What follows belongs to an exercise in optimizing a design on an open flow for a short achievable clock period and few clock cycles; a production flow would make more cautious choices. In this exercise RTL edits were held to simulation tests only and were not proved equivalent to the original. Power is estimated from default activity; no workload was simulated.

==> flow/design.v <==
package riscv_isa_pkg;
  localparam int INSN_W     = 32;
  localparam int REG_ADDR_W = 5;
  typedef enum logic [6:0] {
    OPC_JAL    = 7'b110_1111,
    OPC_JALR   = 7'b110_0111,
    OPC_BRANCH = 7'b110_0011,
    OPC_LOAD   = 7'b000_0011,
    OPC_STORE  = 7'b010_0011,
    OPC_IMM    = 7'b001_0011,
    OPC_ALSU   = 7'b011_0011,
    OPC_SYSTEM = 7'b111_0011
  } opcode_t;
  localparam logic [2:0] F3_ADD = 3'b000;
  localparam logic [2:0] F3_XOR = 3'b100;
  localparam logic [2:0] F3_OR  = 3'b110;
  localparam logic [2:0] F3_AND = 3'b111;
  localparam logic [2:0] F3_BEQ = 3'b000;
  localparam logic [2:0] F3_BNE = 3'b001;
  localparam logic [2:0] F3_BLT = 3'b100;
  localparam logic [2:0] F3_BGE = 3'b101;
  localparam logic [6:0] F7_BASE = 7'b000_0000;
  localparam logic [6:0] F7_ALT  = 7'b010_0000;
  localparam logic [31:0] EBREAK_WORD = 32'h0010_0073;
  typedef enum logic [1:0] {
    IMM_I,
    IMM_S,
    IMM_B,
    IMM_J
  } imm_kind_t;
endpackage
package core_pkg;
  localparam int XLEN     = 32;
  localparam int NUM_REGS = 32;
  localparam logic [XLEN-1:0] RESET_ADDR = '0;
  localparam logic [XLEN-1:0] NOP_WORD = 32'h0000_0013;
  typedef enum logic [3:0] {
    ALU_ADD,
    ALU_SUB,
    ALU_XOR,
    ALU_OR,
    ALU_AND,
    ALU_EQ,
    ALU_NE,
    ALU_LTS,
    ALU_GES
  } alu_op_t;
  typedef struct packed {
    alu_op_t alu_op;
    logic    use_imm;
    logic    is_branch;
    logic    is_jump;
    logic    jump_reg_base;
    logic    mem_read;
    logic    mem_write;
    logic    reg_write;
    logic    mem_to_reg;
    logic    halt;
  } ctrl_t;
  localparam int CTRL_W = 13;   
endpackage
`timescale 1ns/10ps
module g_inv   (input logic a, output logic y);                                  assign y = ~a;                      endmodule
module g_nand2 (input logic a, b, output logic y);                               assign y = ~(a & b);                endmodule
module g_nand3 (input logic a, b, c, output logic y);                            assign y = ~(a & b & c);            endmodule
module g_nand4 (input logic a, b, c, d, output logic y);                         assign y = ~(a & b & c & d);        endmodule
module g_nor2  (input logic a, b, output logic y);                               assign y = ~(a | b);                endmodule
module g_nor3  (input logic a, b, c, output logic y);                            assign y = ~(a | b | c);            endmodule
module g_nor4  (input logic a, b, c, d, output logic y);                         assign y = ~(a | b | c | d);        endmodule
module g_a22oi (input logic a1, a2, b1, b2, output logic y);                     assign y = ~((a1 & a2) | (b1 & b2)); endmodule
module g_xor2  (input logic a, b, output logic y);                               assign y = a ^ b;                   endmodule
module g_xnor2 (input logic a, b, output logic y);                               assign y = ~(a ^ b);                endmodule
module g_a21oi (input logic a1, a2, b1, output logic y);                         assign y = ~((a1 & a2) | b1);       endmodule
module g_o21ai (input logic a1, a2, b1, output logic y);                         assign y = ~((a1 | a2) & b1);       endmodule
module g_nand2b(input logic an, b, output logic y);                              assign y = ~(~an & b);              endmodule
module g_nor2b (input logic a, bn, output logic y);                              assign y = ~(a | ~bn);              endmodule
module g_and2  (input logic a, b, output logic y);                               assign y = a & b;                   endmodule
module g_or2   (input logic a, b, output logic y);                               assign y = a | b;                   endmodule
module g_mux2  (input logic s, a1, a0, output logic y);                          assign y = s ? a1 : a0;             endmodule
module g_o21a  (input logic a1, a2, b1, output logic y);                         assign y = (a1 | a2) & b1;          endmodule
module g_o31a  (input logic a1, a2, a3, b1, output logic y);                     assign y = (a1 | a2 | a3) & b1;     endmodule
`timescale 1ns/10ps
module rf_slice #(
  parameter int W = 8
) (
  input  logic [31*W-1:0] regs_i,
  input  logic [4:0]      idx_i,
  output logic [W-1:0]    data_o
);
  logic [4:0] ni;
  for (genvar b = 0; b < 5; b++) begin : g_ni
    g_inv u_i (.a(idx_i[b]), .y(ni[b]));
  end
  logic [7:0] lo_n;
  logic [3:0] hi_n;
  for (genvar j = 0; j < 8; j++) begin : g_lo
    g_nand3 u_n (.a(j[0] ? idx_i[0] : ni[0]), .b(j[1] ? idx_i[1] : ni[1]), .c(j[2] ? idx_i[2] : ni[2]),
                 .y(lo_n[j]));
  end
  for (genvar j = 0; j < 4; j++) begin : g_hi
    g_nand2 u_n (.a(j[0] ? idx_i[3] : ni[3]), .b(j[1] ? idx_i[4] : ni[4]), .y(hi_n[j]));
  end
  logic [31:0] sel;
  assign sel[0] = 1'b0;
  for (genvar k = 1; k < 32; k++) begin : g_sel
    g_nor2 u_s (.a(lo_n[k % 8]), .b(hi_n[k / 8]), .y(sel[k]));
  end
  for (genvar b = 0; b < W; b++) begin : g_bit
    logic [31:0] r;
    assign r[0] = 1'b0;
    for (genvar k = 1; k < 32; k++) begin : g_r
      assign r[k] = regs_i[(k-1)*W + b];
    end
    logic [15:0] t;
    for (genvar p = 0; p < 16; p++) begin : g_t
      g_a22oi u_a (.a1(sel[2*p]), .a2(r[2*p]), .b1(sel[2*p+1]), .b2(r[2*p+1]), .y(t[p]));
    end
    logic [3:0] u;
    for (genvar q = 0; q < 4; q++) begin : g_u
      g_nand4 u_n (.a(t[4*q]), .b(t[4*q+1]), .c(t[4*q+2]), .d(t[4*q+3]), .y(u[q]));
    end
    logic [1:0] v;
    g_nor2  u_v0 (.a(u[0]), .b(u[1]), .y(v[0]));
    g_nor2  u_v1 (.a(u[2]), .b(u[3]), .y(v[1]));
    g_nand2 u_w  (.a(v[0]), .b(v[1]), .y(data_o[b]));
  end
endmodule
`timescale 1ns/10ps
module f_ctl (
  input  logic [31:0] ir_i,
  input  logic [4:0]  x_rd_i,
  input  logic        k_i,
  input  logic        lnk_i,
  input  logic        m_redir_i,
  input  logic        k1_i,
  input  logic        k2_i,
  input  logic        pnz_i,
  input  logic        pn3_i,
  input  logic        p5_i,
  input  logic        lnz_i,
  input  logic        ln3_i,
  output logic        s_hold_o,
  output logic        s_jal_o,
  output logic        s_br_o,
  output logic        s_jr_o,
  output logic        s_inc_o,
  output logic        stall_o,
  output logic        stall_n_o,
  output logic        go_o
);
  logic [31:0] ni;
  for (genvar b = 0; b < 32; b++) begin : g_ni
    g_inv u_i (.a(ir_i[b]), .y(ni[b]));
  end
  logic k_n, lnk_n;
  g_inv u_kn (.a(k_i),   .y(k_n));
  g_inv u_ln (.a(lnk_i), .y(lnk_n));
  logic [4:0] x1, x2;
  for (genvar b = 0; b < 5; b++) begin : g_x
    g_xnor2 u_1 (.a(ir_i[15+b]), .b(x_rd_i[b]), .y(x1[b]));
    g_xnor2 u_2 (.a(ir_i[20+b]), .b(x_rd_i[b]), .y(x2[b]));
  end
  logic e1a_n, e1b_n, e2a_n, e2b_n;
  g_nand3 u_e1a (.a(x1[0]), .b(x1[1]), .c(x1[2]), .y(e1a_n));
  g_nand2 u_e1b (.a(x1[3]), .b(x1[4]), .y(e1b_n));
  g_nand3 u_e2a (.a(x2[0]), .b(x2[1]), .c(x2[2]), .y(e2a_n));
  g_nand2 u_e2b (.a(x2[3]), .b(x2[4]), .y(e2b_n));
  logic jal_a_n, jal_b_n, jr_a_n, jr_b_n, br_a_n, br_b_n, rb_a_n, rb_b_n, x64;
  g_nand4 u_jla (.a(ir_i[6]), .b(ir_i[5]), .c(ir_i[3]), .d(ir_i[2]), .y(jal_a_n));
  g_nand3 u_jlb (.a(ir_i[1]), .b(ir_i[0]), .c(ni[4]), .y(jal_b_n));
  g_nand4 u_jra (.a(ir_i[6]), .b(ir_i[5]), .c(ir_i[2]), .d(ir_i[1]), .y(jr_a_n));
  g_nand3 u_jrb (.a(ir_i[0]), .b(ni[4]), .c(ni[3]), .y(jr_b_n));
  g_nand4 u_bra (.a(ir_i[6]), .b(ir_i[5]), .c(ir_i[1]), .d(ir_i[0]), .y(br_a_n));
  g_nand4 u_brb (.a(ni[4]), .b(ni[3]), .c(ni[2]), .d(ni[13]), .y(br_b_n));
  g_xor2  u_x64 (.a(ir_i[6]), .b(ir_i[4]), .y(x64));
  g_nand4 u_rba (.a(ir_i[5]), .b(ni[3]), .c(ni[2]), .d(ir_i[1]), .y(rb_a_n));
  g_nand2 u_rbb (.a(ir_i[0]), .b(x64), .y(rb_b_n));
  logic is_jal, nj, rb;
  g_nor2 u_isj (.a(jal_a_n), .b(jal_b_n), .y(is_jal));
  g_inv  u_nj  (.a(is_jal), .y(nj));
  g_nor2 u_rb  (.a(rb_a_n), .b(rb_b_n), .y(rb));
  logic e1k, e2k, st_n, st;
  g_nor3  u_e1k (.a(e1a_n), .b(e1b_n), .c(k_n), .y(e1k));
  g_nor3  u_e2k (.a(e2a_n), .b(e2b_n), .c(k_n), .y(e2k));
  g_a22oi u_st  (.a1(e1k), .a2(nj), .b1(e2k), .b2(rb), .y(st_n));
  g_inv   u_sti (.a(st_n), .y(st));
  logic e1l, is_jr, h1_n, h2_n, ones6, z1, z2, p1, p2, near_jr, gojr_n;
  g_nor3  u_e1l (.a(e1a_n), .b(e1b_n), .c(lnk_n), .y(e1l));
  g_nor2  u_isr (.a(jr_a_n), .b(jr_b_n), .y(is_jr));
  g_nand3 u_h1  (.a(ir_i[31]), .b(ir_i[30]), .c(ir_i[29]), .y(h1_n));
  g_nand3 u_h2  (.a(ir_i[28]), .b(ir_i[27]), .c(ir_i[26]), .y(h2_n));
  g_nor2  u_o6  (.a(h1_n), .b(h2_n), .y(ones6));
  g_nor3  u_z1  (.a(ir_i[31]), .b(ir_i[30]), .c(ir_i[29]), .y(z1));
  g_nor3  u_z2  (.a(ir_i[28]), .b(ir_i[27]), .c(ir_i[26]), .y(z2));
  g_nand2 u_p1  (.a(ones6), .b(lnz_i), .y(p1));
  g_nand3 u_p2  (.a(z1), .b(z2), .c(ln3_i), .y(p2));
  g_nand2 u_njr (.a(p1), .b(p2), .y(near_jr));
  g_nand3 u_gjr (.a(e1l), .b(is_jr), .c(near_jr), .y(gojr_n));
  logic b1_n, b2_n, bra, brb, pg_n, pg, gobr_n;
  g_nand4 u_b1  (.a(ir_i[31]), .b(ir_i[30]), .c(ir_i[29]), .d(ir_i[28]), .y(b1_n));
  g_nand3 u_b2  (.a(ir_i[27]), .b(ir_i[26]), .c(ir_i[7]), .y(b2_n));
  g_nor2  u_bo  (.a(br_a_n), .b(br_b_n), .y(bra));
  g_nor2  u_bi  (.a(b1_n), .b(b2_n), .y(brb));
  g_a21oi u_pgn (.a1(ir_i[25]), .a2(p5_i), .b1(pnz_i), .y(pg_n));
  g_inv   u_pg  (.a(pg_n), .y(pg));
  logic bp_n;
  g_nand3 u_gbb (.a(bra), .b(brb), .c(pg), .y(bp_n));
  logic r2z_a, r2z_b, r1z_a, r1z_b, f3bne, f3blt, c1_n, c2_n, nb1, nb2;
  g_nor3  u_r2a (.a(ir_i[24]), .b(ir_i[23]), .c(ir_i[22]), .y(r2z_a));
  g_nor2  u_r2b (.a(ir_i[21]), .b(ir_i[20]), .y(r2z_b));
  g_nor3  u_r1a (.a(ir_i[19]), .b(ir_i[18]), .c(ir_i[17]), .y(r1z_a));
  g_nor2  u_r1b (.a(ir_i[16]), .b(ir_i[15]), .y(r1z_b));
  g_nor3  u_fbn (.a(ir_i[14]), .b(ir_i[13]), .c(ni[12]), .y(f3bne));
  g_nor3  u_fbl (.a(ni[14]), .b(ir_i[13]), .c(ir_i[12]), .y(f3blt));
  g_nand4 u_c1  (.a(r2z_a), .b(r2z_b), .c(f3bne), .d(k1_i), .y(c1_n));
  g_nand4 u_c2  (.a(r1z_a), .b(r1z_b), .c(f3blt), .d(k2_i), .y(c2_n));
  g_nor3  u_nb1 (.a(e1a_n), .b(e1b_n), .c(c1_n), .y(nb1));
  g_nor3  u_nb2 (.a(e2a_n), .b(e2b_n), .c(c2_n), .y(nb2));
  logic [4:0] xs;
  for (genvar b = 0; b < 5; b++) begin : g_xs
    g_xnor2 u_x (.a(ir_i[15+b]), .b(ir_i[20+b]), .y(xs[b]));
  end
  logic sa_n, sb_n, same, l_eq, l_ne;
  g_nand3 u_ssa (.a(xs[0]), .b(xs[1]), .c(xs[2]), .y(sa_n));
  g_nand2 u_ssb (.a(xs[3]), .b(xs[4]), .y(sb_n));
  g_nor2  u_ssm (.a(sa_n), .b(sb_n), .y(same));
  g_xnor2 u_leq (.a(ir_i[14]), .b(ir_i[12]), .y(l_eq));
  g_nor2  u_lne (.a(ir_i[14]), .b(ni[12]), .y(l_ne));
  logic fz1, fz2, o4a, o4_n, f1_n, f0, fe_n, fn_n, fe, fn, fp;
  g_nor4  u_fz1 (.a(ir_i[31]), .b(ir_i[30]), .c(ir_i[29]), .d(ir_i[28]), .y(fz1));
  g_nor3  u_fz2 (.a(ir_i[27]), .b(ir_i[26]), .c(ir_i[7]), .y(fz2));
  g_nor4  u_o4a (.a(ir_i[25]), .b(ir_i[11]), .c(ir_i[10]), .d(ir_i[8]), .y(o4a));
  g_nand2 u_o4  (.a(o4a), .b(ir_i[9]), .y(o4_n));
  logic pg_fn;
  g_nand2 u_pgf (.a(o4_n), .b(pn3_i), .y(pg_fn));
  g_nand3 u_f1  (.a(bra), .b(fz1), .c(fz2), .y(f1_n));
  g_nor2  u_f0  (.a(f1_n), .b(pg_fn), .y(f0));
  g_nand2 u_fen (.a(f0), .b(l_eq), .y(fe_n));
  g_nand2 u_fnn (.a(f0), .b(l_ne), .y(fn_n));
  g_inv   u_fe  (.a(fe_n), .y(fe));
  g_inv   u_fn  (.a(fn_n), .y(fn));
  g_mux2  u_fp  (.s(same), .a1(fe), .a0(fn), .y(fp));
  logic bk;
  g_nor3  u_bk  (.a(nb1), .b(nb2), .c(bp_n), .y(bk));
  g_nor2  u_gbr (.a(bk), .b(fp), .y(gobr_n));
  logic [3:0] jo_n, jz;
  g_nand4 u_jo0 (.a(ir_i[31]), .b(ir_i[30]), .c(ir_i[29]), .d(ir_i[28]), .y(jo_n[0]));
  g_nand4 u_jo1 (.a(ir_i[27]), .b(ir_i[26]), .c(ir_i[20]), .d(ir_i[19]), .y(jo_n[1]));
  g_nand4 u_jo2 (.a(ir_i[18]), .b(ir_i[17]), .c(ir_i[16]), .d(ir_i[15]), .y(jo_n[2]));
  g_nand3 u_jo3 (.a(ir_i[14]), .b(ir_i[13]), .c(ir_i[12]), .y(jo_n[3]));
  g_nor4  u_jz0 (.a(ir_i[31]), .b(ir_i[30]), .c(ir_i[29]), .d(ir_i[28]), .y(jz[0]));
  g_nor4  u_jz1 (.a(ir_i[27]), .b(ir_i[26]), .c(ir_i[20]), .d(ir_i[19]), .y(jz[1]));
  g_nor4  u_jz2 (.a(ir_i[18]), .b(ir_i[17]), .c(ir_i[16]), .d(ir_i[15]), .y(jz[2]));
  g_nor3  u_jz3 (.a(ir_i[14]), .b(ir_i[13]), .c(ir_i[12]), .y(jz[3]));
  logic w4a, w4_n;
  g_nor4  u_w4a (.a(ir_i[25]), .b(ir_i[24]), .c(ir_i[23]), .d(ir_i[21]), .y(w4a));
  g_nand2 u_w4  (.a(w4a), .b(ir_i[22]), .y(w4_n));
  logic jo01, jo23, q1, jz01_n, jz23_n, q2a_n, zok, jnear, jl, gojal_n;
  g_nor2  u_q01 (.a(jo_n[0]), .b(jo_n[1]), .y(jo01));
  g_nor2  u_q23 (.a(jo_n[2]), .b(jo_n[3]), .y(jo23));
  g_nand3 u_q1  (.a(jo01), .b(jo23), .c(pnz_i), .y(q1));
  g_nand2 u_z01 (.a(jz[0]), .b(jz[1]), .y(jz01_n));
  g_nand2 u_z23 (.a(jz[2]), .b(jz[3]), .y(jz23_n));
  g_nand2 u_z4  (.a(pn3_i), .b(w4_n), .y(q2a_n));
  g_nor3  u_zok (.a(jz01_n), .b(jz23_n), .c(q2a_n), .y(zok));
  g_inv   u_q2  (.a(zok), .y(jnear));
  g_nand2 u_jn  (.a(q1), .b(jnear), .y(jl));
  g_nand2 u_gjl (.a(is_jal), .b(jl), .y(gojal_n));
  g_nor2  u_sh  (.a(st_n), .b(m_redir_i), .y(s_hold_o));
  g_nor2  u_sj  (.a(gojal_n), .b(m_redir_i), .y(s_jal_o));
  g_nor3  u_sb  (.a(gobr_n), .b(st), .c(m_redir_i), .y(s_br_o));
  g_nor2  u_sr  (.a(gojr_n), .b(m_redir_i), .y(s_jr_o));
  logic all_n;
  g_nand4 u_an  (.a(st_n), .b(gojal_n), .c(gobr_n), .d(gojr_n), .y(all_n));
  g_nor2  u_si  (.a(all_n), .b(m_redir_i), .y(s_inc_o));
  assign stall_o   = st;
  assign stall_n_o = st_n;
  g_nand3 u_go  (.a(gojal_n), .b(gobr_n), .c(gojr_n), .y(go_o));
endmodule
module dec_fields (
  input  logic [31:0] ir_i,
  input  logic [5:0]  pcm_i,
  input  logic        p5_i,
  input  logic [4:0]  x_rd_i,
  input  logic        k1_i,
  input  logic        k2_i,
  output logic        is_jal_o,
  output logic        is_jalr_o,
  output logic        op_rb_o,
  output logic        go_jal_o,
  output logic        go_br_o
);
  logic [6:0] opc;
  logic       s;
  assign opc       = ir_i[6:0];
  assign s         = ir_i[31];
  assign is_jal_o  = (opc == 7'b1101111);
  assign is_jalr_o = (opc == 7'b1100111);
  assign op_rb_o   = (opc == 7'b0110011) || (opc == 7'b1100011);
  assign go_jal_o  = is_jal_o && (ir_i[19:12] == {8{s}}) && (ir_i[20] == s) && (ir_i[30:26] == {5{s}}) &&
                     (s ? (pcm_i != 6'd0) : (pcm_i != 6'h3f)) &&
                     !({s, ir_i[19:12], ir_i[20], ir_i[30:21]} == 20'd2);
  logic same, likely;
  assign same      = (ir_i[19:15] == ir_i[24:20]);
  assign likely    = same ? (ir_i[14] == ir_i[12]) : (!ir_i[14] && ir_i[12]);
  logic exit_n;
  assign exit_n    = !((ir_i[14:12] == 3'b001) && (ir_i[24:20] == 5'd0) && (ir_i[19:15] == x_rd_i) && k1_i) &&
                     !((ir_i[14:12] == 3'b100) && (ir_i[19:15] == 5'd0) && (ir_i[24:20] == x_rd_i) && k2_i);
  assign go_br_o   = (opc == 7'b1100011) && !ir_i[13] &&
                     ((s && ir_i[7] && (ir_i[30:26] == 5'h1f) && ((pcm_i != 6'd0) || (ir_i[25] && p5_i)) && exit_n) ||
                      (!s && !ir_i[7] && (ir_i[30:26] == 5'h00) && (pcm_i != 6'h3f) && likely &&
                       !({ir_i[25], ir_i[11:8]} == 5'b00010)));
endmodule
module c_gojr (
  input  logic [31:0] ir_i,
  input  logic [4:0]  x_rd_i,
  input  logic        lnk_i,
  input  logic [5:0]  lkm_i,
  output logic        go_o
);
  assign go_o = (ir_i[6:0] == 7'b1100111) && lnk_i && (x_rd_i == ir_i[19:15]) &&
                (ir_i[30:26] == {5{ir_i[31]}}) && (ir_i[31] ? (lkm_i != 6'd0) : (lkm_i != 6'h3f));
endmodule
module c_opsel (
  input  logic [4:0] rs_i,
  input  logic       none_i,
  input  logic [4:0] x_rd_i,
  input  logic       w_i,
  input  logic       m_wen_i,
  input  logic [4:0] m_rd_i,
  output logic       res_o,
  output logic       wb_o,
  output logic       reg_o
);
  logic fwd, byp;
  assign fwd   = w_i && (x_rd_i == rs_i);
  assign byp   = m_wen_i && (m_rd_i == rs_i);
  assign res_o = !none_i && fwd;
  assign wb_o  = !none_i && !fwd && byp;
  assign reg_o = !none_i && !fwd && !byp;
endmodule
module x_branch (
  input  logic [31:0] a_i,
  input  logic [31:0] b_i,
  input  logic        dif31_i,
  input  logic        valid_i,
  input  logic        m_redir_i,
  input  logic        br_i,
  input  logic        blt_i,
  input  logic        inv_i,
  input  logic        pred_i,
  input  logic        off4_i,
  input  logic        off8_i,
  input  logic        ebreak_i,
  input  logic        fin_i,
  output logic        live_o,
  output logic [3:0]  sx_n_o,
  output logic        halt_o,
  output logic        kill_o
);
  logic [31:0] x;
  logic [7:0]  n4;
  logic [3:0]  e8;
  logic        ne;
  for (genvar i = 0; i < 32; i++) begin : g_x
    g_xnor2 u_x (.a(a_i[i]), .b(b_i[i]), .y(x[i]));
  end
  for (genvar i = 0; i < 8; i++) begin : g_n4
    g_nand4 u_n (.a(x[4*i]), .b(x[4*i+1]), .c(x[4*i+2]), .d(x[4*i+3]), .y(n4[i]));
  end
  for (genvar i = 0; i < 4; i++) begin : g_e8
    g_nor2 u_e (.a(n4[2*i]), .b(n4[2*i+1]), .y(e8[i]));
  end
  g_nand4 u_ne (.a(e8[0]), .b(e8[1]), .c(e8[2]), .d(e8[3]), .y(ne));
  logic q, t1, t0, e1, e0, sd, c_eq, c_ltd, c_lts;
  assign live_o = valid_i && !m_redir_i;
  assign q      = live_o && br_i;
  assign t1     = !pred_i && !off4_i;
  assign t0     = pred_i;
  assign e1     = inv_i ? t0 : t1;    
  assign e0     = inv_i ? t1 : t0;    
  assign sd     = a_i[31] != b_i[31];
  assign c_eq   = q && !blt_i;
  assign c_ltd  = q && blt_i && !sd;
  assign c_lts  = q && blt_i && sd && (a_i[31] ? e1 : e0);
  for (genvar k = 0; k < 4; k++) begin : g_sx
    logic u1, u2;
    g_mux2 u_m1 (.s(ne),      .a1(c_eq && e0),  .a0(c_eq && e1),  .y(u1));
    g_mux2 u_m2 (.s(dif31_i), .a1(c_ltd && e1), .a0(c_ltd && e0), .y(u2));
    g_nor3 u_sx (.a(u1), .b(u2), .c(c_lts), .y(sx_n_o[k]));
  end
  logic v1, v2, sx_k;
  g_mux2 u_v1 (.s(ne),      .a1(c_eq && e0),  .a0(c_eq && e1),  .y(v1));
  g_mux2 u_v2 (.s(dif31_i), .a1(c_ltd && e1), .a0(c_ltd && e0), .y(v2));
  g_nor3 u_vk (.a(v1), .b(v2), .c(c_lts), .y(sx_k));
  assign halt_o = live_o && ebreak_i;
  assign kill_o = m_redir_i || fin_i || halt_o || !sx_k;
endmodule
module x_enter (
  input  logic kill_i,
  input  logic stall_i,
  input  logic writes_i,
  input  logic is_ld_i,
  input  logic is_lnk_i,
  input  logic is_dm1_i,
  output logic valid_o,
  output logic wen_o,
  output logic ld_o,
  output logic lnk_o,
  output logic dm1_o
);
  logic live;
  g_nor2 u_l (.a(kill_i), .b(stall_i), .y(live));
  assign valid_o = live;
  g_and2 u_w (.a(live), .b(writes_i), .y(wen_o));
  g_and2 u_d (.a(live), .b(is_ld_i),  .y(ld_o));
  g_and2 u_k (.a(live), .b(is_lnk_i), .y(lnk_o));
  g_and2 u_m (.a(live), .b(is_dm1_i), .y(dm1_o));
endmodule
module x_count (
  input  logic [11:0] a_i,
  input  logic        dm1_i,
  output logic        k1_o,
  output logic        k2_o
);
  logic [2:0] z;
  g_nor4 u_z0 (.a(a_i[1]), .b(a_i[2]), .c(a_i[3]), .d(a_i[4]), .y(z[0]));
  g_nor4 u_z1 (.a(a_i[5]), .b(a_i[6]), .c(a_i[7]), .d(a_i[8]), .y(z[1]));
  g_nor3 u_z2 (.a(a_i[9]), .b(a_i[10]), .c(a_i[11]), .y(z[2]));
  logic k2_n;
  g_nand4 u_k1 (.a(dm1_i), .b(z[0]), .c(z[1]), .d(z[2]), .y(k2_n));
  g_inv   u_i2 (.a(k2_n), .y(k2_o));
  g_and2  u_i1 (.a(k2_o), .b(a_i[0]), .y(k1_o));
endmodule
module f_decode (
  input  logic [31:0] ir_i,
  output logic        is_addi_o,
  output logic        is_r_o,
  output logic        is_ld_o,
  output logic        is_st_o,
  output logic        is_br_o,
  output logic        is_jal_o,
  output logic        is_jalr_o,
  output logic        is_ebreak_o,
  output logic        op_rb_o,
  output logic        jal_short_o,
  output logic        go_jal_o,
  output logic        go_br_o,
  output logic        writes_o
);
  logic [6:0] opc;
  logic [2:0] f3;
  logic [6:0] f7;
  assign opc = ir_i[6:0];
  assign f3  = ir_i[14:12];
  assign f7  = ir_i[31:25];
  assign is_addi_o   = (opc == 7'b0010011) && (f3 == 3'b000);
  assign is_r_o      = (opc == 7'b0110011) &&
                       (((f7 == 7'b0000000) && (f3 == 3'b000 || f3 == 3'b100 || f3 == 3'b110 || f3 == 3'b111)) ||
                        ((f7 == 7'b0100000) && (f3 == 3'b000)));
  assign is_ld_o     = (opc == 7'b0000011);
  assign is_st_o     = (opc == 7'b0100011);
  assign is_br_o     = (opc == 7'b1100011) && !f3[1];
  assign is_jal_o    = (opc == 7'b1101111);
  assign is_jalr_o   = (opc == 7'b1100111);
  assign is_ebreak_o = (ir_i == 32'h0010_0073);
  assign op_rb_o     = (opc == 7'b0110011) || (opc == 7'b1100011);
  assign jal_short_o = (ir_i[19:12] == {8{ir_i[31]}}) && (ir_i[20] == ir_i[31]);
  assign go_jal_o    = is_jal_o && jal_short_o &&
                       !({ir_i[31], ir_i[19:12], ir_i[20], ir_i[30:21]} == 20'd2);
  assign go_br_o     = is_br_o && ir_i[31];
  assign writes_o    = (is_addi_o | is_r_o | is_ld_o | is_jal_o | is_jalr_o) && (ir_i[11:7] != 5'd0);
endmodule
`timescale 1ns/10ps
module pg_gen #(
  parameter int W = 32
) (
  input  logic [W-1:0] a_i,
  input  logic [W-1:0] b_i,
  output logic [W-1:0] p_o,
  output logic [W-1:0] g_o
);
  assign p_o = a_i ^ b_i;
  assign g_o = a_i & b_i;
endmodule
module ks_tree #(
  parameter int W = 32
) (
  input  logic [W-1:0] p_i,
  input  logic [W-1:0] g_i,
  input  logic         cin_i,
  output logic [W-1:0] c_o
);
  function automatic int ceil_log2(input int v);
    ceil_log2 = 0;
    for (int i = 0; i < 31; i++) begin
      if ((1 << i) < v) ceil_log2 = i + 1;
    end
  endfunction
  localparam int L = ceil_log2(W);
  logic [W-1:0] gg [0:L];
  logic [W-1:0] pp [0:L];
  always_comb begin
    gg[0]    = g_i;
    pp[0]    = p_i;
    gg[0][0] = g_i[0] | (p_i[0] & cin_i);
    for (int l = 0; l < L; l++) begin
      for (int i = 0; i < W; i++) begin
        if (i >= (1 << l)) begin
          gg[l+1][i] = gg[l][i] | (pp[l][i] & gg[l][i - (1 << l)]);
          pp[l+1][i] = pp[l][i] & pp[l][i - (1 << l)];
        end else begin
          gg[l+1][i] = gg[l][i];
          pp[l+1][i] = pp[l][i];
        end
      end
    end
    c_o = gg[L];
  end
endmodule
module ks_add #(
  parameter int W = 32
) (
  input  logic [W-1:0] a_i,
  input  logic [W-1:0] b_i,
  input  logic         cin_i,
  output logic [W-1:0] sum_o,
  output logic         cout_o
);
  logic [W-1:0] p, g, c;
  pg_gen  #(.W(W)) u_pg   (.a_i(a_i), .b_i(b_i), .p_o(p), .g_o(g));
  ks_tree #(.W(W)) u_tree (.p_i(p), .g_i(g), .cin_i(cin_i), .c_o(c));
  assign sum_o  = p ^ {c[W-2:0], cin_i};
  assign cout_o = c[W-1];
endmodule
module inc_dec #(
  parameter int W = 20
) (
  input  logic [W-1:0] v_i,
  output logic [W-1:0] inc_o,
  output logic [W-1:0] dec_o
);
  ks_add #(.W(W)) u_inc (.a_i(v_i), .b_i({W{1'b0}}), .cin_i(1'b1), .sum_o(inc_o), .cout_o());
  ks_add #(.W(W)) u_dec (.a_i(v_i), .b_i({W{1'b1}}), .cin_i(1'b0), .sum_o(dec_o), .cout_o());
endmodule
module mux2w #(
  parameter int W = 32
) (
  input  logic         s_i,
  input  logic [W-1:0] a_i,
  input  logic [W-1:0] b_i,
  output logic [W-1:0] y_o
);
  assign y_o = s_i ? a_i : b_i;
endmodule
module ks_add_g #(
  parameter int W    = 32,
  parameter int CIN  = 0,
  parameter int INVB = 0
) (
  input  logic [W-1:0] a_i,
  input  logic [W-1:0] b_i,
  output logic [W-1:0] sum_o,
  output logic         cout_o
);
  function automatic int ceil_log2(input int v);
    ceil_log2 = 0;
    for (int i = 0; i < 31; i++) begin
      if ((1 << i) < v) ceil_log2 = i + 1;
    end
  endfunction
  localparam int L = ceil_log2(W);
  logic [W-1:0] gg [0:L];
  logic [W-1:0] pp [0:L];
  logic [W-1:0] pn;
  for (genvar i = 0; i < W; i++) begin : g_pg
    if (INVB == 1) begin : g_ib
      g_xor2 u_p (.a(a_i[i]), .b(b_i[i]), .y(pn[i]));
      if (i == 0 && CIN == 1) begin : g_c1
        g_nor2b  u_g (.a(a_i[i]), .bn(b_i[i]), .y(gg[0][i]));
      end else begin : g_c0
        g_nand2b u_g (.an(b_i[i]), .b(a_i[i]), .y(gg[0][i]));
      end
    end else begin : g_b
      g_xnor2 u_p (.a(a_i[i]), .b(b_i[i]), .y(pn[i]));
      if (i == 0 && CIN == 1) begin : g_c1
        g_nor2  u_g (.a(a_i[i]), .b(b_i[i]), .y(gg[0][i]));
      end else begin : g_c0
        g_nand2 u_g (.a(a_i[i]), .b(b_i[i]), .y(gg[0][i]));
      end
    end
    assign pp[0][i] = pn[i];
  end
  for (genvar l = 0; l < L; l++) begin : g_lvl
    localparam int D = 1 << l;
    for (genvar i = 0; i < W; i++) begin : g_b
      if (i >= D) begin : g_op
        if (l % 2 == 0) begin : g_neg_in
          g_o21ai u_g (.a1(pp[l][i]), .a2(gg[l][i-D]), .b1(gg[l][i]), .y(gg[l+1][i]));
          g_nor2  u_p (.a(pp[l][i]), .b(pp[l][i-D]), .y(pp[l+1][i]));
        end else begin : g_pos_in
          g_a21oi u_g (.a1(pp[l][i]), .a2(gg[l][i-D]), .b1(gg[l][i]), .y(gg[l+1][i]));
          g_nand2 u_p (.a(pp[l][i]), .b(pp[l][i-D]), .y(pp[l+1][i]));
        end
      end else begin : g_pass
        g_inv u_g (.a(gg[l][i]), .y(gg[l+1][i]));
        g_inv u_p (.a(pp[l][i]), .y(pp[l+1][i]));
      end
    end
  end
  for (genvar i = 0; i < W; i++) begin : g_s
    if (i == 0) begin : g_s0
      if (CIN == 1) begin : g_1
        assign sum_o[0] = pn[0];
      end else begin : g_0
        g_inv u_s (.a(pn[0]), .y(sum_o[0]));
      end
    end else if (L % 2 == 1) begin : g_pos
      g_xnor2 u_s (.a(pn[i]), .b(gg[L][i-1]), .y(sum_o[i]));
    end else begin : g_neg
      g_xor2 u_s (.a(pn[i]), .b(gg[L][i-1]), .y(sum_o[i]));
    end
  end
  if (L % 2 == 1) begin : g_co_pos
    assign cout_o = gg[L][W-1];
  end else begin : g_co_neg
    g_inv u_co (.a(gg[L][W-1]), .y(cout_o));
  end
endmodule
`timescale 1ns/10ps
module ao_sel #(
  parameter int N = 8,
  parameter int W = 32
) (
  input  logic [N*W-1:0] d_i,
  input  logic [N-1:0]   s_i,
  input  logic [W-1:0]   or_i,
  output logic [W-1:0]   y_o
);
  always_comb begin
    y_o = or_i;
    for (int k = 0; k < N; k++) begin
      y_o = y_o | ({W{s_i[k]}} & d_i[k*W +: W]);
    end
  end
endmodule
module ao6_g #(
  parameter int W = 8
) (
  input  logic [6*W-1:0] d_i,
  input  logic [5:0]     s_i,
  output logic [W-1:0]   y_o
);
  for (genvar b = 0; b < W; b++) begin : g_b
    logic [2:0] t;
    for (genvar p = 0; p < 3; p++) begin : g_p
      g_a22oi u_a (.a1(s_i[2*p]), .a2(d_i[(2*p)*W + b]), .b1(s_i[2*p+1]), .b2(d_i[(2*p+1)*W + b]), .y(t[p]));
    end
    g_nand3 u_n (.a(t[0]), .b(t[1]), .c(t[2]), .y(y_o[b]));
  end
endmodule
`timescale 1ns/10ps
module micro_riscv_top (
  input  logic        clk_i,
  input  logic        reset_i,
  output logic [31:0] instr_addr_o,
  input  logic [31:0] instr_rdata_i,
  output logic [31:0] data_addr_o,
  input  logic [31:0] data_rdata_i,
  output logic [31:0] data_wdata_o,
  output logic        data_re_o,
  output logic        data_we_o,
  output logic        finish_o
);
  logic [31:0] pc_f, pc_o;
  logic        x_valid, x_wen, x_ld, x_st, x_br, x_mjump, x_ebreak, x_lnk;
  logic        x_s_add, x_s_addi, x_s_sub, x_s_xor, x_s_or, x_s_and, x_s_lnk;
  logic        x_dm1;
  logic        x_pred, x_off4, x_off8, x_blt, x_inv, x_fsd;
  logic [4:0]  x_rd;
  logic [31:0] x_a, x_b, x_off, x_link;
  logic [11:0] x_pcl, x_bimm;
  logic [19:0] x_hi_c1, x_hi_c0;
  logic        m_re, m_we, m_ld, m_redir;
  logic [31:1] m_wsel;
  logic [4:0]  m_rd;
  logic        m_wen;
  logic [31:0] m_result, m_addr, m_wdata, m_tgt;
  logic        fin, fin_o;
  logic [31:0] regs [1:31];
  logic [31:0] wb_data;
  assign wb_data = m_ld ? data_rdata_i : m_result;
  logic [31:0] ir;
  assign ir = instr_rdata_i;
  logic [6:0] opc;
  logic [2:0] f3;
  logic [6:0] f7;
  logic [4:0] rd, rs1, rs2;
  assign opc = ir[6:0];
  assign f3  = ir[14:12];
  assign f7  = ir[31:25];
  assign rd  = ir[11:7];
  assign rs1 = ir[19:15];
  assign rs2 = ir[24:20];
  logic is_addi, is_r, is_ld, is_st, is_br, is_jal, is_jalr, is_ebreak, op_rb;
  logic jal_short, dec_gojal, dec_gobr, writes;
  f_decode u_dec (.ir_i(ir), .is_addi_o(is_addi), .is_r_o(is_r), .is_ld_o(is_ld), .is_st_o(is_st),
                  .is_br_o(is_br), .is_jal_o(is_jal), .is_jalr_o(is_jalr), .is_ebreak_o(is_ebreak),
                  .op_rb_o(op_rb), .jal_short_o(jal_short), .go_jal_o(dec_gojal), .go_br_o(dec_gobr),
                  .writes_o(writes));
  logic [31:0] iimm, simm, bimm, jimm;
  assign iimm = {{20{ir[31]}}, ir[31:20]};
  assign simm = {{20{ir[31]}}, ir[31:25], ir[11:7]};
  assign bimm = {{19{ir[31]}}, ir[31], ir[7], ir[30:25], ir[11:8], 1'b0};
  assign jimm = {{11{ir[31]}}, ir[31], ir[19:12], ir[20], ir[30:21], 1'b0};
  logic k1, k2;
  x_count u_cnt (.a_i(x_a[11:0]), .dm1_i(x_dm1), .k1_o(k1), .k2_o(k2));
  logic k_ld, k_lnk, k_w;
  assign k_ld  = x_ld && x_wen;
  assign k_lnk = x_lnk;
  assign k_w   = x_wen && !x_ld;
  logic go_jr, fsd_n, a_res, a_wb, a_reg, b_res, b_wb, b_reg;
  c_gojr  u_gojr  (.ir_i(ir), .x_rd_i(x_rd), .lnk_i(k_lnk), .lkm_i(x_link[11:6]), .go_o(go_jr));
  c_opsel u_asel (.rs_i(rs1), .none_i(is_jal), .x_rd_i(x_rd), .w_i(k_w), .m_wen_i(m_wen), .m_rd_i(m_rd),
                  .res_o(a_res), .wb_o(a_wb), .reg_o(a_reg));
  c_opsel u_bsel (.rs_i(rs2), .none_i(1'b0), .x_rd_i(x_rd), .w_i(k_w), .m_wen_i(m_wen), .m_rd_i(m_rd),
                  .res_o(b_res), .wb_o(b_wb), .reg_o(b_reg));
  assign fsd_n = k_ld && (x_rd == rs2);
  logic [31:0] rf_a, rf_b;
  for (genvar s = 0; s < 4; s++) begin : g_rf
    logic [31*8-1:0] slice;
    always_comb begin
      for (int k = 1; k < 32; k++) slice[(k-1)*8 +: 8] = regs[k][s*8 +: 8];
    end
    rf_slice #(.W(8)) u_a (.regs_i(slice), .idx_i(rs1), .data_o(rf_a[s*8 +: 8]));
    rf_slice #(.W(8)) u_b (.regs_i(slice), .idx_i(rs2), .data_o(rf_b[s*8 +: 8]));
  end
  logic [31:0] pc_inc;
  assign pc_inc = pc_f + 32'd4;
  logic [19:0] pc_hi_p, pc_hi_m;
  inc_dec #(.W(20)) u_pc_hi (.v_i(pc_f[31:12]), .inc_o(pc_hi_p), .dec_o(pc_hi_m));
  logic [11:0] br_lo, jal_lo, jr_lo;
  logic        br_c, jal_c, jr_c;
  ks_add_g #(.W(12), .CIN(0)) u_br_lo  (.a_i(pc_f[11:0]),   .b_i(bimm[11:0]), .sum_o(br_lo),  .cout_o(br_c));
  ks_add_g #(.W(12), .CIN(0)) u_jal_lo (.a_i(pc_f[11:0]),   .b_i(jimm[11:0]), .sum_o(jal_lo), .cout_o(jal_c));
  ks_add_g #(.W(12), .CIN(0)) u_jr_lo  (.a_i(x_link[11:0]), .b_i(iimm[11:0]), .sum_o(jr_lo),  .cout_o(jr_c));
  logic [19:0] pc_hi_c1, pc_hi_c0;
  assign pc_hi_c1 = ir[31] ? pc_f[31:12] : pc_hi_p;
  assign pc_hi_c0 = ir[31] ? pc_hi_m     : pc_f[31:12];
  logic [31:0] t_br, t_jal, t_jr;
  assign t_br  = {pc_f[31:12], br_lo};
  assign t_jal = {pc_f[31:12], jal_lo};
  assign t_jr  = {x_link[31:12], jr_lo[11:1], 1'b0};
  logic go_jal, go_br, jal4;
  logic f_isjal, f_isjalr, f_oprb;
  dec_fields u_df (.ir_i(ir), .pcm_i(pc_f[11:6]), .p5_i(pc_f[5]), .x_rd_i(x_rd), .k1_i(k1), .k2_i(k2), .is_jal_o(f_isjal), .is_jalr_o(f_isjalr),
                   .op_rb_o(f_oprb), .go_jal_o(go_jal), .go_br_o(go_br));
  assign jal4 = ({ir[31], ir[19:12], ir[20], ir[30:21]} == 20'd2);
  logic [31:0] sum, dif, adr, r_xor, r_or, r_and;
  ks_add_g #(.W(32), .CIN(0)) u_add (.a_i(x_a), .b_i(x_b), .sum_o(sum), .cout_o());
  ks_add_g #(.W(32), .CIN(1), .INVB(1)) u_sub (.a_i(x_a), .b_i(x_b), .sum_o(dif), .cout_o());
  ks_add_g #(.W(32), .CIN(0)) u_adr (.a_i(x_a), .b_i(x_off), .sum_o(adr), .cout_o());
  assign r_xor = x_a ^ x_b;
  assign r_or  = x_a | x_b;
  assign r_and = x_a & x_b;
  logic [32*7-1:0] res_d;
  logic [6:0]      res_s;
  assign res_d = {x_link, r_and, r_or, r_xor, dif, adr, sum};
  assign res_s = {x_s_lnk, x_s_and, x_s_or, x_s_xor, x_s_sub, x_s_addi, x_s_add};
  logic [31:0] res;
  ao_sel #(.N(7)) u_res (.d_i(res_d), .s_i(res_s), .or_i(32'd0), .y_o(res));
  logic [31:0] a_n, b_n, a_o, b_o;
  ao_sel #(.N(9)) u_a_o (.d_i({pc_f, wb_data, res_d}),
                         .s_i({is_jal, a_wb, {7{a_res}} & res_s}),
                         .or_i(32'd0), .y_o(a_o));
  ao_sel #(.N(8)) u_b_o (.d_i({wb_data, res_d}),
                         .s_i({b_wb, {7{b_res}} & res_s}),
                         .or_i(32'd0), .y_o(b_o));
  mux2w #(.W(32)) u_a_n (.s_i(a_reg), .a_i(rf_a), .b_i(a_o), .y_o(a_n));
  mux2w #(.W(32)) u_b_n (.s_i(b_reg), .a_i(rf_b), .b_i(b_o), .y_o(b_n));
  logic [11:0] xt_lo;
  logic        xt_c;
  logic [19:0] xt_hi;
  logic [31:0] x_alt;
  ks_add_g #(.W(12), .CIN(0)) u_xt_lo (.a_i(x_pcl), .b_i(x_bimm), .sum_o(xt_lo), .cout_o(xt_c));
  mux2w #(.W(20)) u_xt_hi (.s_i(xt_c), .a_i(x_hi_c1), .b_i(x_hi_c0), .y_o(xt_hi));
  assign x_alt = x_pred ? x_link : {xt_hi, xt_lo};
  logic x_live, x_halt, kill_f;
  logic [3:0] sx_n;
  logic [31:0] cmp;
  ks_add_g #(.W(32), .CIN(1), .INVB(1)) u_cmp (.a_i(x_a), .b_i(x_b), .sum_o(cmp), .cout_o());
  x_branch u_xbr (.a_i(x_a), .b_i(x_b), .dif31_i(cmp[31]), .valid_i(x_valid), .m_redir_i(m_redir),
                  .br_i(x_br), .blt_i(x_blt), .inv_i(x_inv), .pred_i(x_pred), .off4_i(x_off4),
                  .off8_i(x_off8), .ebreak_i(x_ebreak), .fin_i(fin),
                  .live_o(x_live), .sx_n_o(sx_n), .halt_o(x_halt), .kill_o(kill_f));
  logic f_st, f_st_n, f_go, f_sh, f_sj, f_sb, f_sr, f_si;
  logic pnz, pn3, lnz, ln3;
  assign pnz = |pc_f[11:6];
  assign pn3 = !(&pc_f[11:6]);
  assign lnz = |x_link[11:6];
  assign ln3 = !(&x_link[11:6]);
  f_ctl u_fc (.ir_i(ir), .x_rd_i(x_rd), .k_i(k_ld), .lnk_i(k_lnk), .m_redir_i(m_redir), .k1_i(k1), .k2_i(k2),
              .pnz_i(pnz), .pn3_i(pn3), .p5_i(pc_f[5]), .lnz_i(lnz), .ln3_i(ln3),
              .s_hold_o(f_sh), .s_jal_o(f_sj), .s_br_o(f_sb), .s_jr_o(f_sr), .s_inc_o(f_si),
              .stall_o(f_st), .stall_n_o(f_st_n), .go_o(f_go));
  logic xv_n, xw_n, xl_n, xk_n;
  logic xd_n;
  x_enter u_xn (.kill_i(kill_f), .stall_i(f_st), .writes_i(writes), .is_ld_i(is_ld),
                .is_lnk_i((is_jal || is_jalr) && (rd != 5'd0)),
                .is_dm1_i(is_addi && (rs1 == rd) && (rd != 5'd0) && (ir[31:20] == 12'hfff)),
                .valid_o(xv_n), .wen_o(xw_n), .ld_o(xl_n), .lnk_o(xk_n), .dm1_o(xd_n));
  logic [31:0] pc_p, pc_po, pc_n, pc_no;
  for (genvar g = 0; g < 4; g++) begin : g_pcs
    logic s_hold, s_jal, s_br, s_jr, s_inc, st, st_n, go;
    f_ctl u_pcsel (.ir_i(ir), .x_rd_i(x_rd), .k_i(k_ld), .lnk_i(k_lnk), .m_redir_i(m_redir), .k1_i(k1), .k2_i(k2),
                   .pnz_i(pnz), .pn3_i(pn3), .p5_i(pc_f[5]), .lnz_i(lnz), .ln3_i(ln3),
                   .s_hold_o(s_hold), .s_jal_o(s_jal), .s_br_o(s_br), .s_jr_o(s_jr), .s_inc_o(s_inc),
                   .stall_o(st), .stall_n_o(st_n), .go_o(go));
    ao6_g #(.W(8)) u_pc_p  (.d_i({pc_f[g*8 +: 8], m_tgt[g*8 +: 8], t_jal[g*8 +: 8], t_br[g*8 +: 8],
                                         t_jr[g*8 +: 8], pc_inc[g*8 +: 8]}),
                                    .s_i({s_hold, m_redir, s_jal, s_br, s_jr, s_inc}), .y_o(pc_p[g*8 +: 8]));
    ao6_g #(.W(8)) u_pc_po (.d_i({pc_o[g*8 +: 8], m_tgt[g*8 +: 8], t_jal[g*8 +: 8], t_br[g*8 +: 8],
                                         t_jr[g*8 +: 8], pc_inc[g*8 +: 8]}),
                                    .s_i({s_hold, m_redir, s_jal, s_br, s_jr, s_inc}), .y_o(pc_po[g*8 +: 8]));
  end
  for (genvar g = 0; g < 4; g++) begin : g_pcx
    mux2w #(.W(8)) u_pc_n  (.s_i(sx_n[g]), .a_i(pc_p[g*8 +: 8]),  .b_i(x_alt[g*8 +: 8]), .y_o(pc_n[g*8 +: 8]));
    mux2w #(.W(8)) u_pc_no (.s_i(sx_n[g]), .a_i(pc_po[g*8 +: 8]), .b_i(x_alt[g*8 +: 8]), .y_o(pc_no[g*8 +: 8]));
  end
  logic [31:1] wsel_n;
  always_comb begin
    for (int k = 1; k < 32; k++) wsel_n[k] = x_live && x_wen && (x_rd == 5'(k));
  end
  always_ff @(posedge clk_i or posedge reset_i) begin
    if (reset_i) begin
      pc_f    <= 32'd0;
      pc_o    <= 32'd0;
      x_valid <= 1'b0;
      x_wen   <= 1'b0;
      x_ld    <= 1'b0;
      x_lnk   <= 1'b0;
      x_dm1   <= 1'b0;
      m_re    <= 1'b0;
      m_we    <= 1'b0;
      m_wen   <= 1'b0;
      m_wsel  <= '0;
      m_redir <= 1'b0;
      fin     <= 1'b0;
      fin_o   <= 1'b0;
    end else begin
      pc_f <= pc_n;
      pc_o <= pc_no;
      x_valid <= xv_n;
      x_wen   <= xw_n;
      x_ld    <= xl_n;
      x_lnk   <= xk_n;
      x_dm1   <= xd_n;
      m_re    <= x_live && x_ld;
      m_we    <= x_live && x_st;
      m_wen   <= x_live && x_wen;
      m_wsel  <= wsel_n;
      m_redir <= x_live && x_mjump;
      fin   <= fin   || x_halt;
      fin_o <= fin_o || x_halt;
    end
  end
  always_ff @(posedge clk_i) begin
    x_st     <= is_st;
    x_br     <= is_br;
    x_mjump  <= (is_jalr && !go_jr) || (is_jal && !go_jal && !jal4);
    x_ebreak <= is_ebreak;
    x_s_add  <= is_r && (f3 == 3'b000) && !f7[5];
    x_s_addi <= is_addi;
    x_s_sub  <= is_r && (f3 == 3'b000) && f7[5];
    x_s_xor  <= is_r && (f3 == 3'b100);
    x_s_or   <= is_r && (f3 == 3'b110);
    x_s_and  <= is_r && (f3 == 3'b111);
    x_s_lnk  <= is_jal || is_jalr;
    x_pred   <= go_br;
    x_off4   <= (bimm == 32'd4);
    x_off8   <= (bimm == 32'd8);
    x_blt    <= f3[2];
    x_inv    <= f3[0];
    x_rd     <= rd;
    x_fsd    <= fsd_n;
    x_a      <= a_n;
    x_b      <= b_n;
    x_off    <= is_st ? simm : (is_jal ? jimm : iimm);
    x_link   <= pc_inc;
    x_pcl    <= pc_f[11:0];
    x_bimm   <= bimm[11:0];
    x_hi_c1  <= pc_hi_c1;
    x_hi_c0  <= pc_hi_c0;
    m_ld     <= x_ld;
    m_rd     <= x_rd;
    m_result <= res;
    m_addr   <= adr;
    m_wdata  <= x_fsd ? data_rdata_i : x_b;
    m_tgt    <= x_mjump ? {adr[31:1], 1'b0} : x_alt;
  end
  always_ff @(posedge clk_i or posedge reset_i) begin
    if (reset_i) begin
      for (int i = 1; i < 32; i++) regs[i] <= 32'd0;
    end else begin
      for (int i = 1; i < 32; i++) begin
        if (m_wsel[i]) regs[i] <= wb_data;
      end
    end
  end
  assign instr_addr_o = pc_o;
  assign data_addr_o  = m_addr;
  assign data_wdata_o = m_wdata;
  assign data_re_o    = m_re;
  assign data_we_o    = m_we;
  assign finish_o     = fin_o;
endmodule
==> flow/run.sh <==
#!/bin/bash
# synth_recipe.tcl (not shown) runs the flow's synth.tcl, then flattens the netlist and writes it again
# the make line also repeats each setting of config.mk as NAME=value (left out here)
make -C /OpenROAD-flow-scripts/flow DESIGN_CONFIG=/design/flow/config.mk WORK_HOME=/design/flow/orfs CLKGATE_MAP_FILE= SYNTH_SCRIPT=/design/flow/synth_recipe.tcl finish
==> flow/config.mk <==
export PLATFORM = sky130hd
export DESIGN_NAME = micro_riscv_top
export DESIGN_NICKNAME = micro_riscv_top
export VERILOG_FILES = /design/flow/design.v
export SDC_FILE = /design/flow/constraint.sdc
export NUM_CORES = 8
export LEC_CHECK = 0
export CAP_MARGIN = 20
export CELL_PAD_IN_SITES_DETAIL_PLACEMENT = 1
export CELL_PAD_IN_SITES_GLOBAL_PLACEMENT = 2
export CORE_MARGIN = 2
export CORE_UTILIZATION = 25
export SETUP_SLACK_MARGIN = 5
export SLEW_MARGIN = 20
export SYNTH_HIERARCHICAL = 1
==> flow/constraint.sdc <==
create_clock -name core_clock -period 8.0 [get_ports {clk_i}]
set_input_delay 1.6000 -clock core_clock [delete_from_list [all_inputs] [get_ports {clk_i}]]
set_output_delay 1.6000 -clock core_clock [all_outputs]
set_load 0.01 [all_outputs]
==> metrics.md, run 1 <==
| Metric | Value |
|---|---|
| Peak supply drop | `~160 µV` |
| # setup viols final | `0` |
| RSZ-0062 raised after global routing | `true` |
| Top cell family by delay on the critical path | `simple AND/OR/NAND/NOR gates` |
| Crit-path max FO | `5` |
| Post-DRT Antenna Nets | `0` |
| Syn. warnings | `26` |
| Number of antenna violations at the first check in global routing | `26` |
| Mapped Cells | `9758` |
| Global Route Usage Sum | `24.6%` |
| CP cell instances | `buf_4 > nand2b_1 > o21ai_1 > a21oi_2 > o21ai_4 > a21oi_4 > o21ai_4 > xnor2_2 > buf_4 > mux2_4 > nor3_4 > nand3_4 > nor2_4 > and2_4` |
| Total CTS buffers | `186` |
| Setup TNS | `0 ps` |
| Largest net degree at the start of global routing | `140` |
| Vias | `84400` |
| CTS tree | `done` |
| Buffers on Ports | `about 160` |
| Buf/Inv on CP | `2` |
| Worst Tran Pin Value | `1180 ps` |
| Fin. Hold Viols | `0` |
| Vias in the first global route | `between 80000 and 90000` |
| Reg clk slew, reported paths | `60 ps` |
| 1st-iter DRT viols | `7158` |
| WL per Instance | `30.4 µm` |
| CTS sink cnt | `1420` |
| Worst hold path class | `flop to flop` |
| DP HPWL | `313000 µm` |
| Site row count | `222` |
| Setup crit start kind | `flop` |
| Pre-CTS setup slack | `2000 ps` |
| Final WL | `around 470000 µm` |
| Max Slew Vio Count | `0` |
| Fin crit share | `41.7%` |
| Arr. time, crit path | `4180 ps` |
| Core footprint | `between 300000 and 400000 µm²` |
| Status | `timing/DRC/antenna clean` |
| Post-route insts no fill | `about 16000` |
| Syn-to-layout area delta | `26.0%` |
| CP Data Required Time | `8850 ps` |
| CP max stage cell | `nor3_4` |
| Cell Area, Synth | `91500 µm²` |
| Slew headroom | `around a fifth` |
| Skew final | `approximately 85 ps` |
| Hold Crit Start | `x_ld` |
| CP endpoint kind | `flop` |
| Layout cells sized above 1 | `35.3%` |
| F_max | `about 300 MHz` |
| CP Class | `flop to flop` |
| Post-layout util | `31.6%` |
| PwrDens | `roughly 240 nW/µm²` |
| Reg2reg start | `x_b[6]` |
| Skew-Pair Late Insertion Delay | `roughly 930 ps` |
| Max Cap Viol | `0` |
| Vias per cell | `5.42` |
| CTS max path bufs | `4` |
| CP Launch Point | `x_b[6]` |
| Post-CTS Hold Fix Bufs | `0` |
| DIE AREA | `~370000 µm²` |
| First-pass GRT wire length | `665000 µm` |
| Dpl cell area | `100000 µm²` |
| First-pass DRT Iterations | `8` |
| Syn avg cell area | `9.37 µm²` |
| Initial core utilization | `25.1%` |
| Hold WS | `430 ps` |
| Final nets | `10700` |
| Placed cells | `between 10000 and 15000` |
| Min Tclk post-route | `3340 ps` |
| Static leakage | `about 42 nW` |
| Design Area, Final | `115000 µm²` |
| Drt drc | `0` |
| Ports | `165` |
| Die Span X | `609 µm` |
| Die H | `609 µm` |
| Remaining Overflow, GRT | `0` |
| H-tree depth | `4` |
| Design Power | `27.4 mW` |
| GPL Wtd Cong | `0.925` |
| Max stage delay on crit path | `440 ps` |
| CTS root buf | `clkbuf_16` |
| Post-route setup slack | `4660 ps` |
-- what timing repair did --
action | 4_1_cts | 5_1_grt
setup buffers | 226 | 43
cloned | 57 | 5
gates resized for setup | 1531 | 240
setup endpoints to repair | 529 | 210
pin swaps | 206 | 141
-- power by group --
group          leakage (nW)  switching, mW  internal, mW
logic                  26.5           6.01          3.43
clock network          3.12           3.75          5.18
registers              12.8           1.10          7.87
total                  42.5           10.9          16.5
-- final timing paths --
| path | to | slack, ps | cells after the start |
|---|---|---|---|
| worst max-delay path | x_lnk | 4660 | 14 |
| worst min-delay path | m_ld | 430 | 0 |
| worst max register to register | x_lnk | 4660 | 14 |
| min in group asynchronous | regs[29][13] | 1230 | 2 |
| max in group asynchronous | pc_f[14] | 5290 | 5 |
| worst min register to register | m_ld | 430 | 0 |
-- registers in the layout, indices dropped and copies added, names as in the netlist, 5 cells and up --
signal / flops
x_b: 32
x_hi_c0: 20
m_rd: 5
regs: 992
m_wsel: 31
m_tgt: 32
m_wdata: 32
x_a: 32
pc_f: 32
x_hi_c1: 20
x_link: 30
m_addr: 32
x_off: 21
pc_o: 32
x_pcl: 12
m_result: 32
-- area by class of cell --
cell class / count / area [µm²]
Fill cell: 41500 / 250000
Multi-Input combinational cell: 7757 / 58200
Sequential cell: 1420 / 34200
Timing Repair Buffer: 765 / 8720
Tap cell: 4816 / 6030
Clock buffer: 258 / 5350
Inverter: 417 / 1590
Clock inverter: 82 / 1030
Antenna cell: 43 / 108
Timing Repair inverter: 1 / 5.00
-- placed cells by master, fill, tap and decap left out, types with 157 or more instances in the layout --
master,count
xor2_1,157
xnor2_1,290
nor2_2,201
buf_4,383
nor2_1,1412
a22oi_2,1222
a21oi_2,223
mux2_4,160
a21oi_1,1115
nand3_1,216
dfrtp_1,1049
inv_1,405
conb_1,279
dfxtp_1,238
o21ai_1,274
nand2_1,473
nand4_1,379
clkbuf_16,193
-- routing by layer --
metal  track usage, %  wire length [µm]
met1             33.3            210000
met2             38.3            209000
met3             4.32             31600
met4             10.8             22400
met5                0                56
Testbench counts, summed over its fixed seeds: cycles 66,291.
==> inputs of run 2 (changes only) <==
--- a/flow/design.v
+++ b/flow/design.v
@@ -81,2 +81,4 @@
 module g_o31a  (input logic a1, a2, a3, b1, output logic y);                     assign y = (a1 | a2 | a3) & b1;     endmodule
+module g_and3  (input logic a, b, c, output logic y);                            assign y = a & b & c;               endmodule
+module g_and4  (input logic a, b, c, d, output logic y);                         assign y = a & b & c & d;           endmodule
 `timescale 1ns/10ps
@@ -358,3 +360,4 @@
   output logic        halt_o,
-  output logic        kill_o
+  output logic        sxk_o,
+  output logic        e_n_o
 );
@@ -396,7 +399,9 @@
   assign halt_o = live_o && ebreak_i;
-  assign kill_o = m_redir_i || fin_i || halt_o || !sx_k;
+  assign sxk_o  = sx_k;
+  assign e_n_o  = !(m_redir_i || fin_i || halt_o);
 endmodule
 module x_enter (
-  input  logic kill_i,
-  input  logic stall_i,
+  input  logic sx_n_i,
+  input  logic e_n_i,
+  input  logic st_n_i,
   input  logic writes_i,
@@ -411,9 +416,7 @@
 );
-  logic live;
-  g_nor2 u_l (.a(kill_i), .b(stall_i), .y(live));
-  assign valid_o = live;
-  g_and2 u_w (.a(live), .b(writes_i), .y(wen_o));
-  g_and2 u_d (.a(live), .b(is_ld_i),  .y(ld_o));
-  g_and2 u_k (.a(live), .b(is_lnk_i), .y(lnk_o));
-  g_and2 u_m (.a(live), .b(is_dm1_i), .y(dm1_o));
+  g_and3 u_v (.a(sx_n_i), .b(e_n_i), .c(st_n_i), .y(valid_o));
+  g_and4 u_w (.a(sx_n_i), .b(e_n_i), .c(st_n_i), .d(writes_i), .y(wen_o));
+  g_and4 u_d (.a(sx_n_i), .b(e_n_i), .c(st_n_i), .d(is_ld_i),  .y(ld_o));
+  g_and4 u_k (.a(sx_n_i), .b(e_n_i), .c(st_n_i), .d(is_lnk_i), .y(lnk_o));
+  g_and4 u_m (.a(sx_n_i), .b(e_n_i), .c(st_n_i), .d(is_dm1_i), .y(dm1_o));
 endmodule
@@ -787,3 +790,3 @@
   assign x_alt = x_pred ? x_link : {xt_hi, xt_lo};
-  logic x_live, x_halt, kill_f;
+  logic x_live, x_halt, x_sxk, x_en;
   logic [3:0] sx_n;
@@ -794,3 +797,3 @@
                   .off8_i(x_off8), .ebreak_i(x_ebreak), .fin_i(fin),
-                  .live_o(x_live), .sx_n_o(sx_n), .halt_o(x_halt), .kill_o(kill_f));
+                  .live_o(x_live), .sx_n_o(sx_n), .halt_o(x_halt), .sxk_o(x_sxk), .e_n_o(x_en));
   logic f_st, f_st_n, f_go, f_sh, f_sj, f_sb, f_sr, f_si;
@@ -807,3 +810,3 @@
   logic xd_n;
-  x_enter u_xn (.kill_i(kill_f), .stall_i(f_st), .writes_i(writes), .is_ld_i(is_ld),
+  x_enter u_xn (.sx_n_i(x_sxk), .e_n_i(x_en), .st_n_i(f_st_n), .writes_i(writes), .is_ld_i(is_ld),
                 .is_lnk_i((is_jal || is_jalr) && (rd != 5'd0)),
@@ -811,6 +814,6 @@
                 .valid_o(xv_n), .wen_o(xw_n), .ld_o(xl_n), .lnk_o(xk_n), .dm1_o(xd_n));
-  logic [31:0] pc_p, pc_po, pc_n, pc_no;
-  for (genvar g = 0; g < 4; g++) begin : g_pcs
+  logic [31:0] pc_p, pc_n;
+  for (genvar g = 0; g < 2; g++) begin : g_pcs
     logic s_hold, s_jal, s_br, s_jr, s_inc, st, st_n, go;
-    f_ctl u_pcsel (.ir_i(ir), .x_rd_i(x_rd), .k_i(k_ld), .lnk_i(k_lnk), .m_redir_i(m_redir), .k1_i(k1), .k2_i(k2),
+    f_ctl u_pcsel (.ir_i(ir), .x_rd_i(x_rd), .k_i(k_ld), .lnk_i(k_lnk), .m_redir_i(m_redir || reset_i), .k1_i(k1), .k2_i(k2),
                    .pnz_i(pnz), .pn3_i(pn3), .p5_i(pc_f[5]), .lnz_i(lnz), .ln3_i(ln3),
@@ -818,8 +821,5 @@
                    .stall_o(st), .stall_n_o(st_n), .go_o(go));
-    ao6_g #(.W(8)) u_pc_p  (.d_i({pc_f[g*8 +: 8], m_tgt[g*8 +: 8], t_jal[g*8 +: 8], t_br[g*8 +: 8],
-                                         t_jr[g*8 +: 8], pc_inc[g*8 +: 8]}),
-                                    .s_i({s_hold, m_redir, s_jal, s_br, s_jr, s_inc}), .y_o(pc_p[g*8 +: 8]));
-    ao6_g #(.W(8)) u_pc_po (.d_i({pc_o[g*8 +: 8], m_tgt[g*8 +: 8], t_jal[g*8 +: 8], t_br[g*8 +: 8],
-                                         t_jr[g*8 +: 8], pc_inc[g*8 +: 8]}),
-                                    .s_i({s_hold, m_redir, s_jal, s_br, s_jr, s_inc}), .y_o(pc_po[g*8 +: 8]));
+    ao6_g #(.W(16)) u_pc_p (.d_i({pc_f[g*16 +: 16], m_tgt[g*16 +: 16], t_jal[g*16 +: 16], t_br[g*16 +: 16],
+                                   t_jr[g*16 +: 16], pc_inc[g*16 +: 16]}),
+                             .s_i({s_hold, m_redir, s_jal, s_br, s_jr, s_inc}), .y_o(pc_p[g*16 +: 16]));
   end
@@ -827,3 +827,2 @@
     mux2w #(.W(8)) u_pc_n  (.s_i(sx_n[g]), .a_i(pc_p[g*8 +: 8]),  .b_i(x_alt[g*8 +: 8]), .y_o(pc_n[g*8 +: 8]));
-    mux2w #(.W(8)) u_pc_no (.s_i(sx_n[g]), .a_i(pc_po[g*8 +: 8]), .b_i(x_alt[g*8 +: 8]), .y_o(pc_no[g*8 +: 8]));
   end
@@ -836,3 +835,2 @@
       pc_f    <= 32'd0;
-      pc_o    <= 32'd0;
       x_valid <= 1'b0;
@@ -851,3 +849,2 @@
       pc_f <= pc_n;
-      pc_o <= pc_no;
       x_valid <= xv_n;
@@ -866,2 +863,5 @@
   end
+  always_ff @(posedge clk_i) begin
+    pc_o <= pc_n;
+  end
   always_ff @(posedge clk_i) begin
==> metrics.md, run 2 <==
| Metric | Value |
|---|---|
| Status | `timing/DRC/antenna clean` |
| Number of antenna violations at the first check in global routing | `24 (-7.7%)` |
| 1st-iter DRT viols | `6149 (-14%)` |
| Hold WS | `441 ps (+11.2 ps)` |
| CP endpoint kind | `flop` |
| CTS sink cnt | `1420 (unchanged)` |
| Setup TNS | `0 ps (unchanged)` |
| DIE AREA | `357000 µm² (-3.8%)` |
| # setup viols final | `0 (unchanged)` |
| Max Slew Vio Count | `0 (unchanged)` |
| Post-CTS Hold Fix Bufs | `0 (unchanged)` |
| Crit-path max FO | `8 (+3)` |
| Met2 usage | `37.6% (-0.65 points)` |
| Mapped Cells | `9359 (-4.1%)` |
| Fin crit share | `41.0% (-0.71 points)` |
| GR peak layer | `met2` |
| Clock network power share | `39.0% (+6.3 points)` |
| H-tree depth | `4 (unchanged)` |
| Syn. warnings | `26 (unchanged)` |
| Arr. time, crit path | `4090 ps (-90 ps)` |
| Max Cap Viol | `0 (unchanged)` |
| Filler Cell Count | `39700 (-4.3%)` |
| Total CTS buffers | `183 (-1.6%)` |
| Cell Area, Synth | `87900 µm² (-3.9%)` |
| Largest net degree at the start of global routing | `167 (+19%)` |
| Skew-Pair Late Insertion Delay | `930 ps (about the same)` |
| Core footprint | `350000 µm² (-4.2%)` |
| CTS root buf | `clkbuf_16` |
| CTS max path bufs | `4 (unchanged)` |
| Slew headroom | `21.1% (+0.64 points)` |
| Min Tclk post-route | `3280 ps (-56.5 ps)` |
| Die Span X | `597 µm (-1.9%)` |
| Setup crit start kind | `input port` |
| Syn-to-layout area delta | `24.1%` |
| Most frequent cells in the layout | `1426 x nor2_1, 1123 x a22oi_2, 1115 x a21oi_1, 1024 x dfrtp_1, 453 x nand2_1` |
| Number of flip-flops in the largest register | `992 (unchanged)` |
| Ports | `165 (unchanged)` |
| First-pass GRT wire length | `617000 µm (-7.2%)` |
| WL per Instance | `29.5 µm (-3.1%)` |
| Final nets | `10200 (-4.8%)` |
| F_max | `305 MHz (+1.7%)` |
| PwrDens | `207 nW/µm² (-13%)` |
| Net Sw Power | `8.04 mW (-26%)` |
| Vias in the first global route | `81100 (-6.3%)` |
| Fin. Hold Viols | `0 (unchanged)` |
| Static leakage | `40.1 nW (-5.5%)` |
| Layout cells sized above 1 | `33.5% (-1.9 points)` |
| Worst hold path class | `flop to flop` |
| GPL Wtd Cong | `0.891 (-3.7%)` |
| Peak supply drop | `144 µV (-8.9%)` |
| RSZ-0062 raised after global routing | `true` |
| Vias | `78900 (-6.4%)` |
| Reg clk slew, reported paths | `70 ps (about the same)` |
| Pint | `14.6 mW (-12%)` |
| Post-layout util | `31.2% (-0.37 points)` |
| Initial core utilization | `25.1% (+0.087 points)` |
| Skew final | `56.9 ps (-27.7 ps)` |
| Top reg by flops | `regs` |
| Final WL | `437000 µm (-7.6%)` |
| CTS tree | `done` |
| Worst Tran Pin Value | `1180 ps (+2.91 ps)` |
| DP HPWL | `299000 µm (-4.3%)` |
| Buffers on Ports | `164 (unchanged)` |
| Syn avg cell area | `9.40 µm² (+0.25%)` |
| Net Sw Frac | `35.6% (-4.2 points)` |
| Site row count | `217 (-2.3%)` |
| Sequential share of power | `35.1% (+2.3 points)` |
| Drt drc | `0 (unchanged)` |
| Remaining Overflow, GRT | `0 (unchanged)` |
| CP Data Required Time | `8810 ps (-40 ps)` |
| Global Route Usage Sum | `23.7% (-0.91 points)` |
-- run 2: cell type report --
class / instances / area [µm²] / share of cell area [%]
timing repair buffer: 660 / 7290 / 6.68
inverter: 389 / 1480 / 1.35
sequential: 1420 / 34100 / 31.2
clock inverter: 83 / 1030 / 0.947
antenna: 42 / 105 / 0.0963
tap: 4599 / 5750 / 5.27
clock buffer: 251 / 5240 / 4.80
multi-input combinational: 7383 / 54200 / 49.6
-- run 2: what timing repair did --
action / in CTS / in global routing
setup buffers: 106 / 67
endpoints found under the setup margin: 458 / 357
gates cloned: 33 / 8
pin swaps: 124 / 115
resized for setup: 1284 / 301
-- run 2: path summary, 6_finish.rpt --
check	startpoint	to	slack [ps]	depth (start not counted)
min in group asynchronous	reset_i	pc_f[3]	1500	3
hold reg to reg	x_ld	m_ld	440	0
setup reg to reg	x_a[11]	pc_f[25]	4780	16
setup / recovery	instr_rdata_i[23]	x_b[14]	4720	13
max in group asynchronous	reset_i	regs[8][27]	5080	4
hold / removal	x_ld	m_ld	440	0
-- run 2: power groups by stage --
stage               sequential [mW]  clock (mW)  combinational, mW
floorplan                      8.00           0               2.84
global placement               8.06           0               5.14
detailed placement             8.07           0               5.19
CTS                            7.94        9.08               5.54
global route                   7.98        9.33               6.12
finish                         7.95        8.83               5.84
-- run 2: per-stage QoR --
step	power (mW)	cells	worst slack, ps	area (µm²)
2_1_floorplan	10.8	9626	-8300	89000
3_3_place_gp	13.2	14200	2170	96400
3_5_place_dp	13.3	14200	2180	96500
4_1_cts	22.6	14700	4820	107000
5_1_grt	23.4	14800	4670	109000
6_report	22.6	14800	4720	109000
-- run 2: critical path: stages --
cell	delay (ps)
buf_16	150
buf_16	180
xor2_1	170
nor4_1	70
and3_1	170
and2b_2	220
buf_6	120
and2_4	200
buf_12	160
buf_16	150
a222oi_1	410
nand3_1	140
mux2_4	280
-- run 2: layer usage --
layer | up-vias | share of wire (%) | wire length [µm]
met5 | - | 0.0087 | 38
met4 | 6 | 4.7 | 20500
met3 | 728 | 5.2 | 22800
met2 | 2379 | 45 | 199000
met1 | 40600 | 45 | 195000
li1 | 35300 | - | -
Testbench counts of run 2, summed over its fixed seeds: cycles 66,291.

Check on run 2: ideal ports give 4.721 ns setup slack; a clkbuf_16 on the clock port and buf_2 on the inputs give 4.480 ns; moving port delays by the midpoint clock arrival (1.009 ns) as well gives 3.471 ns.
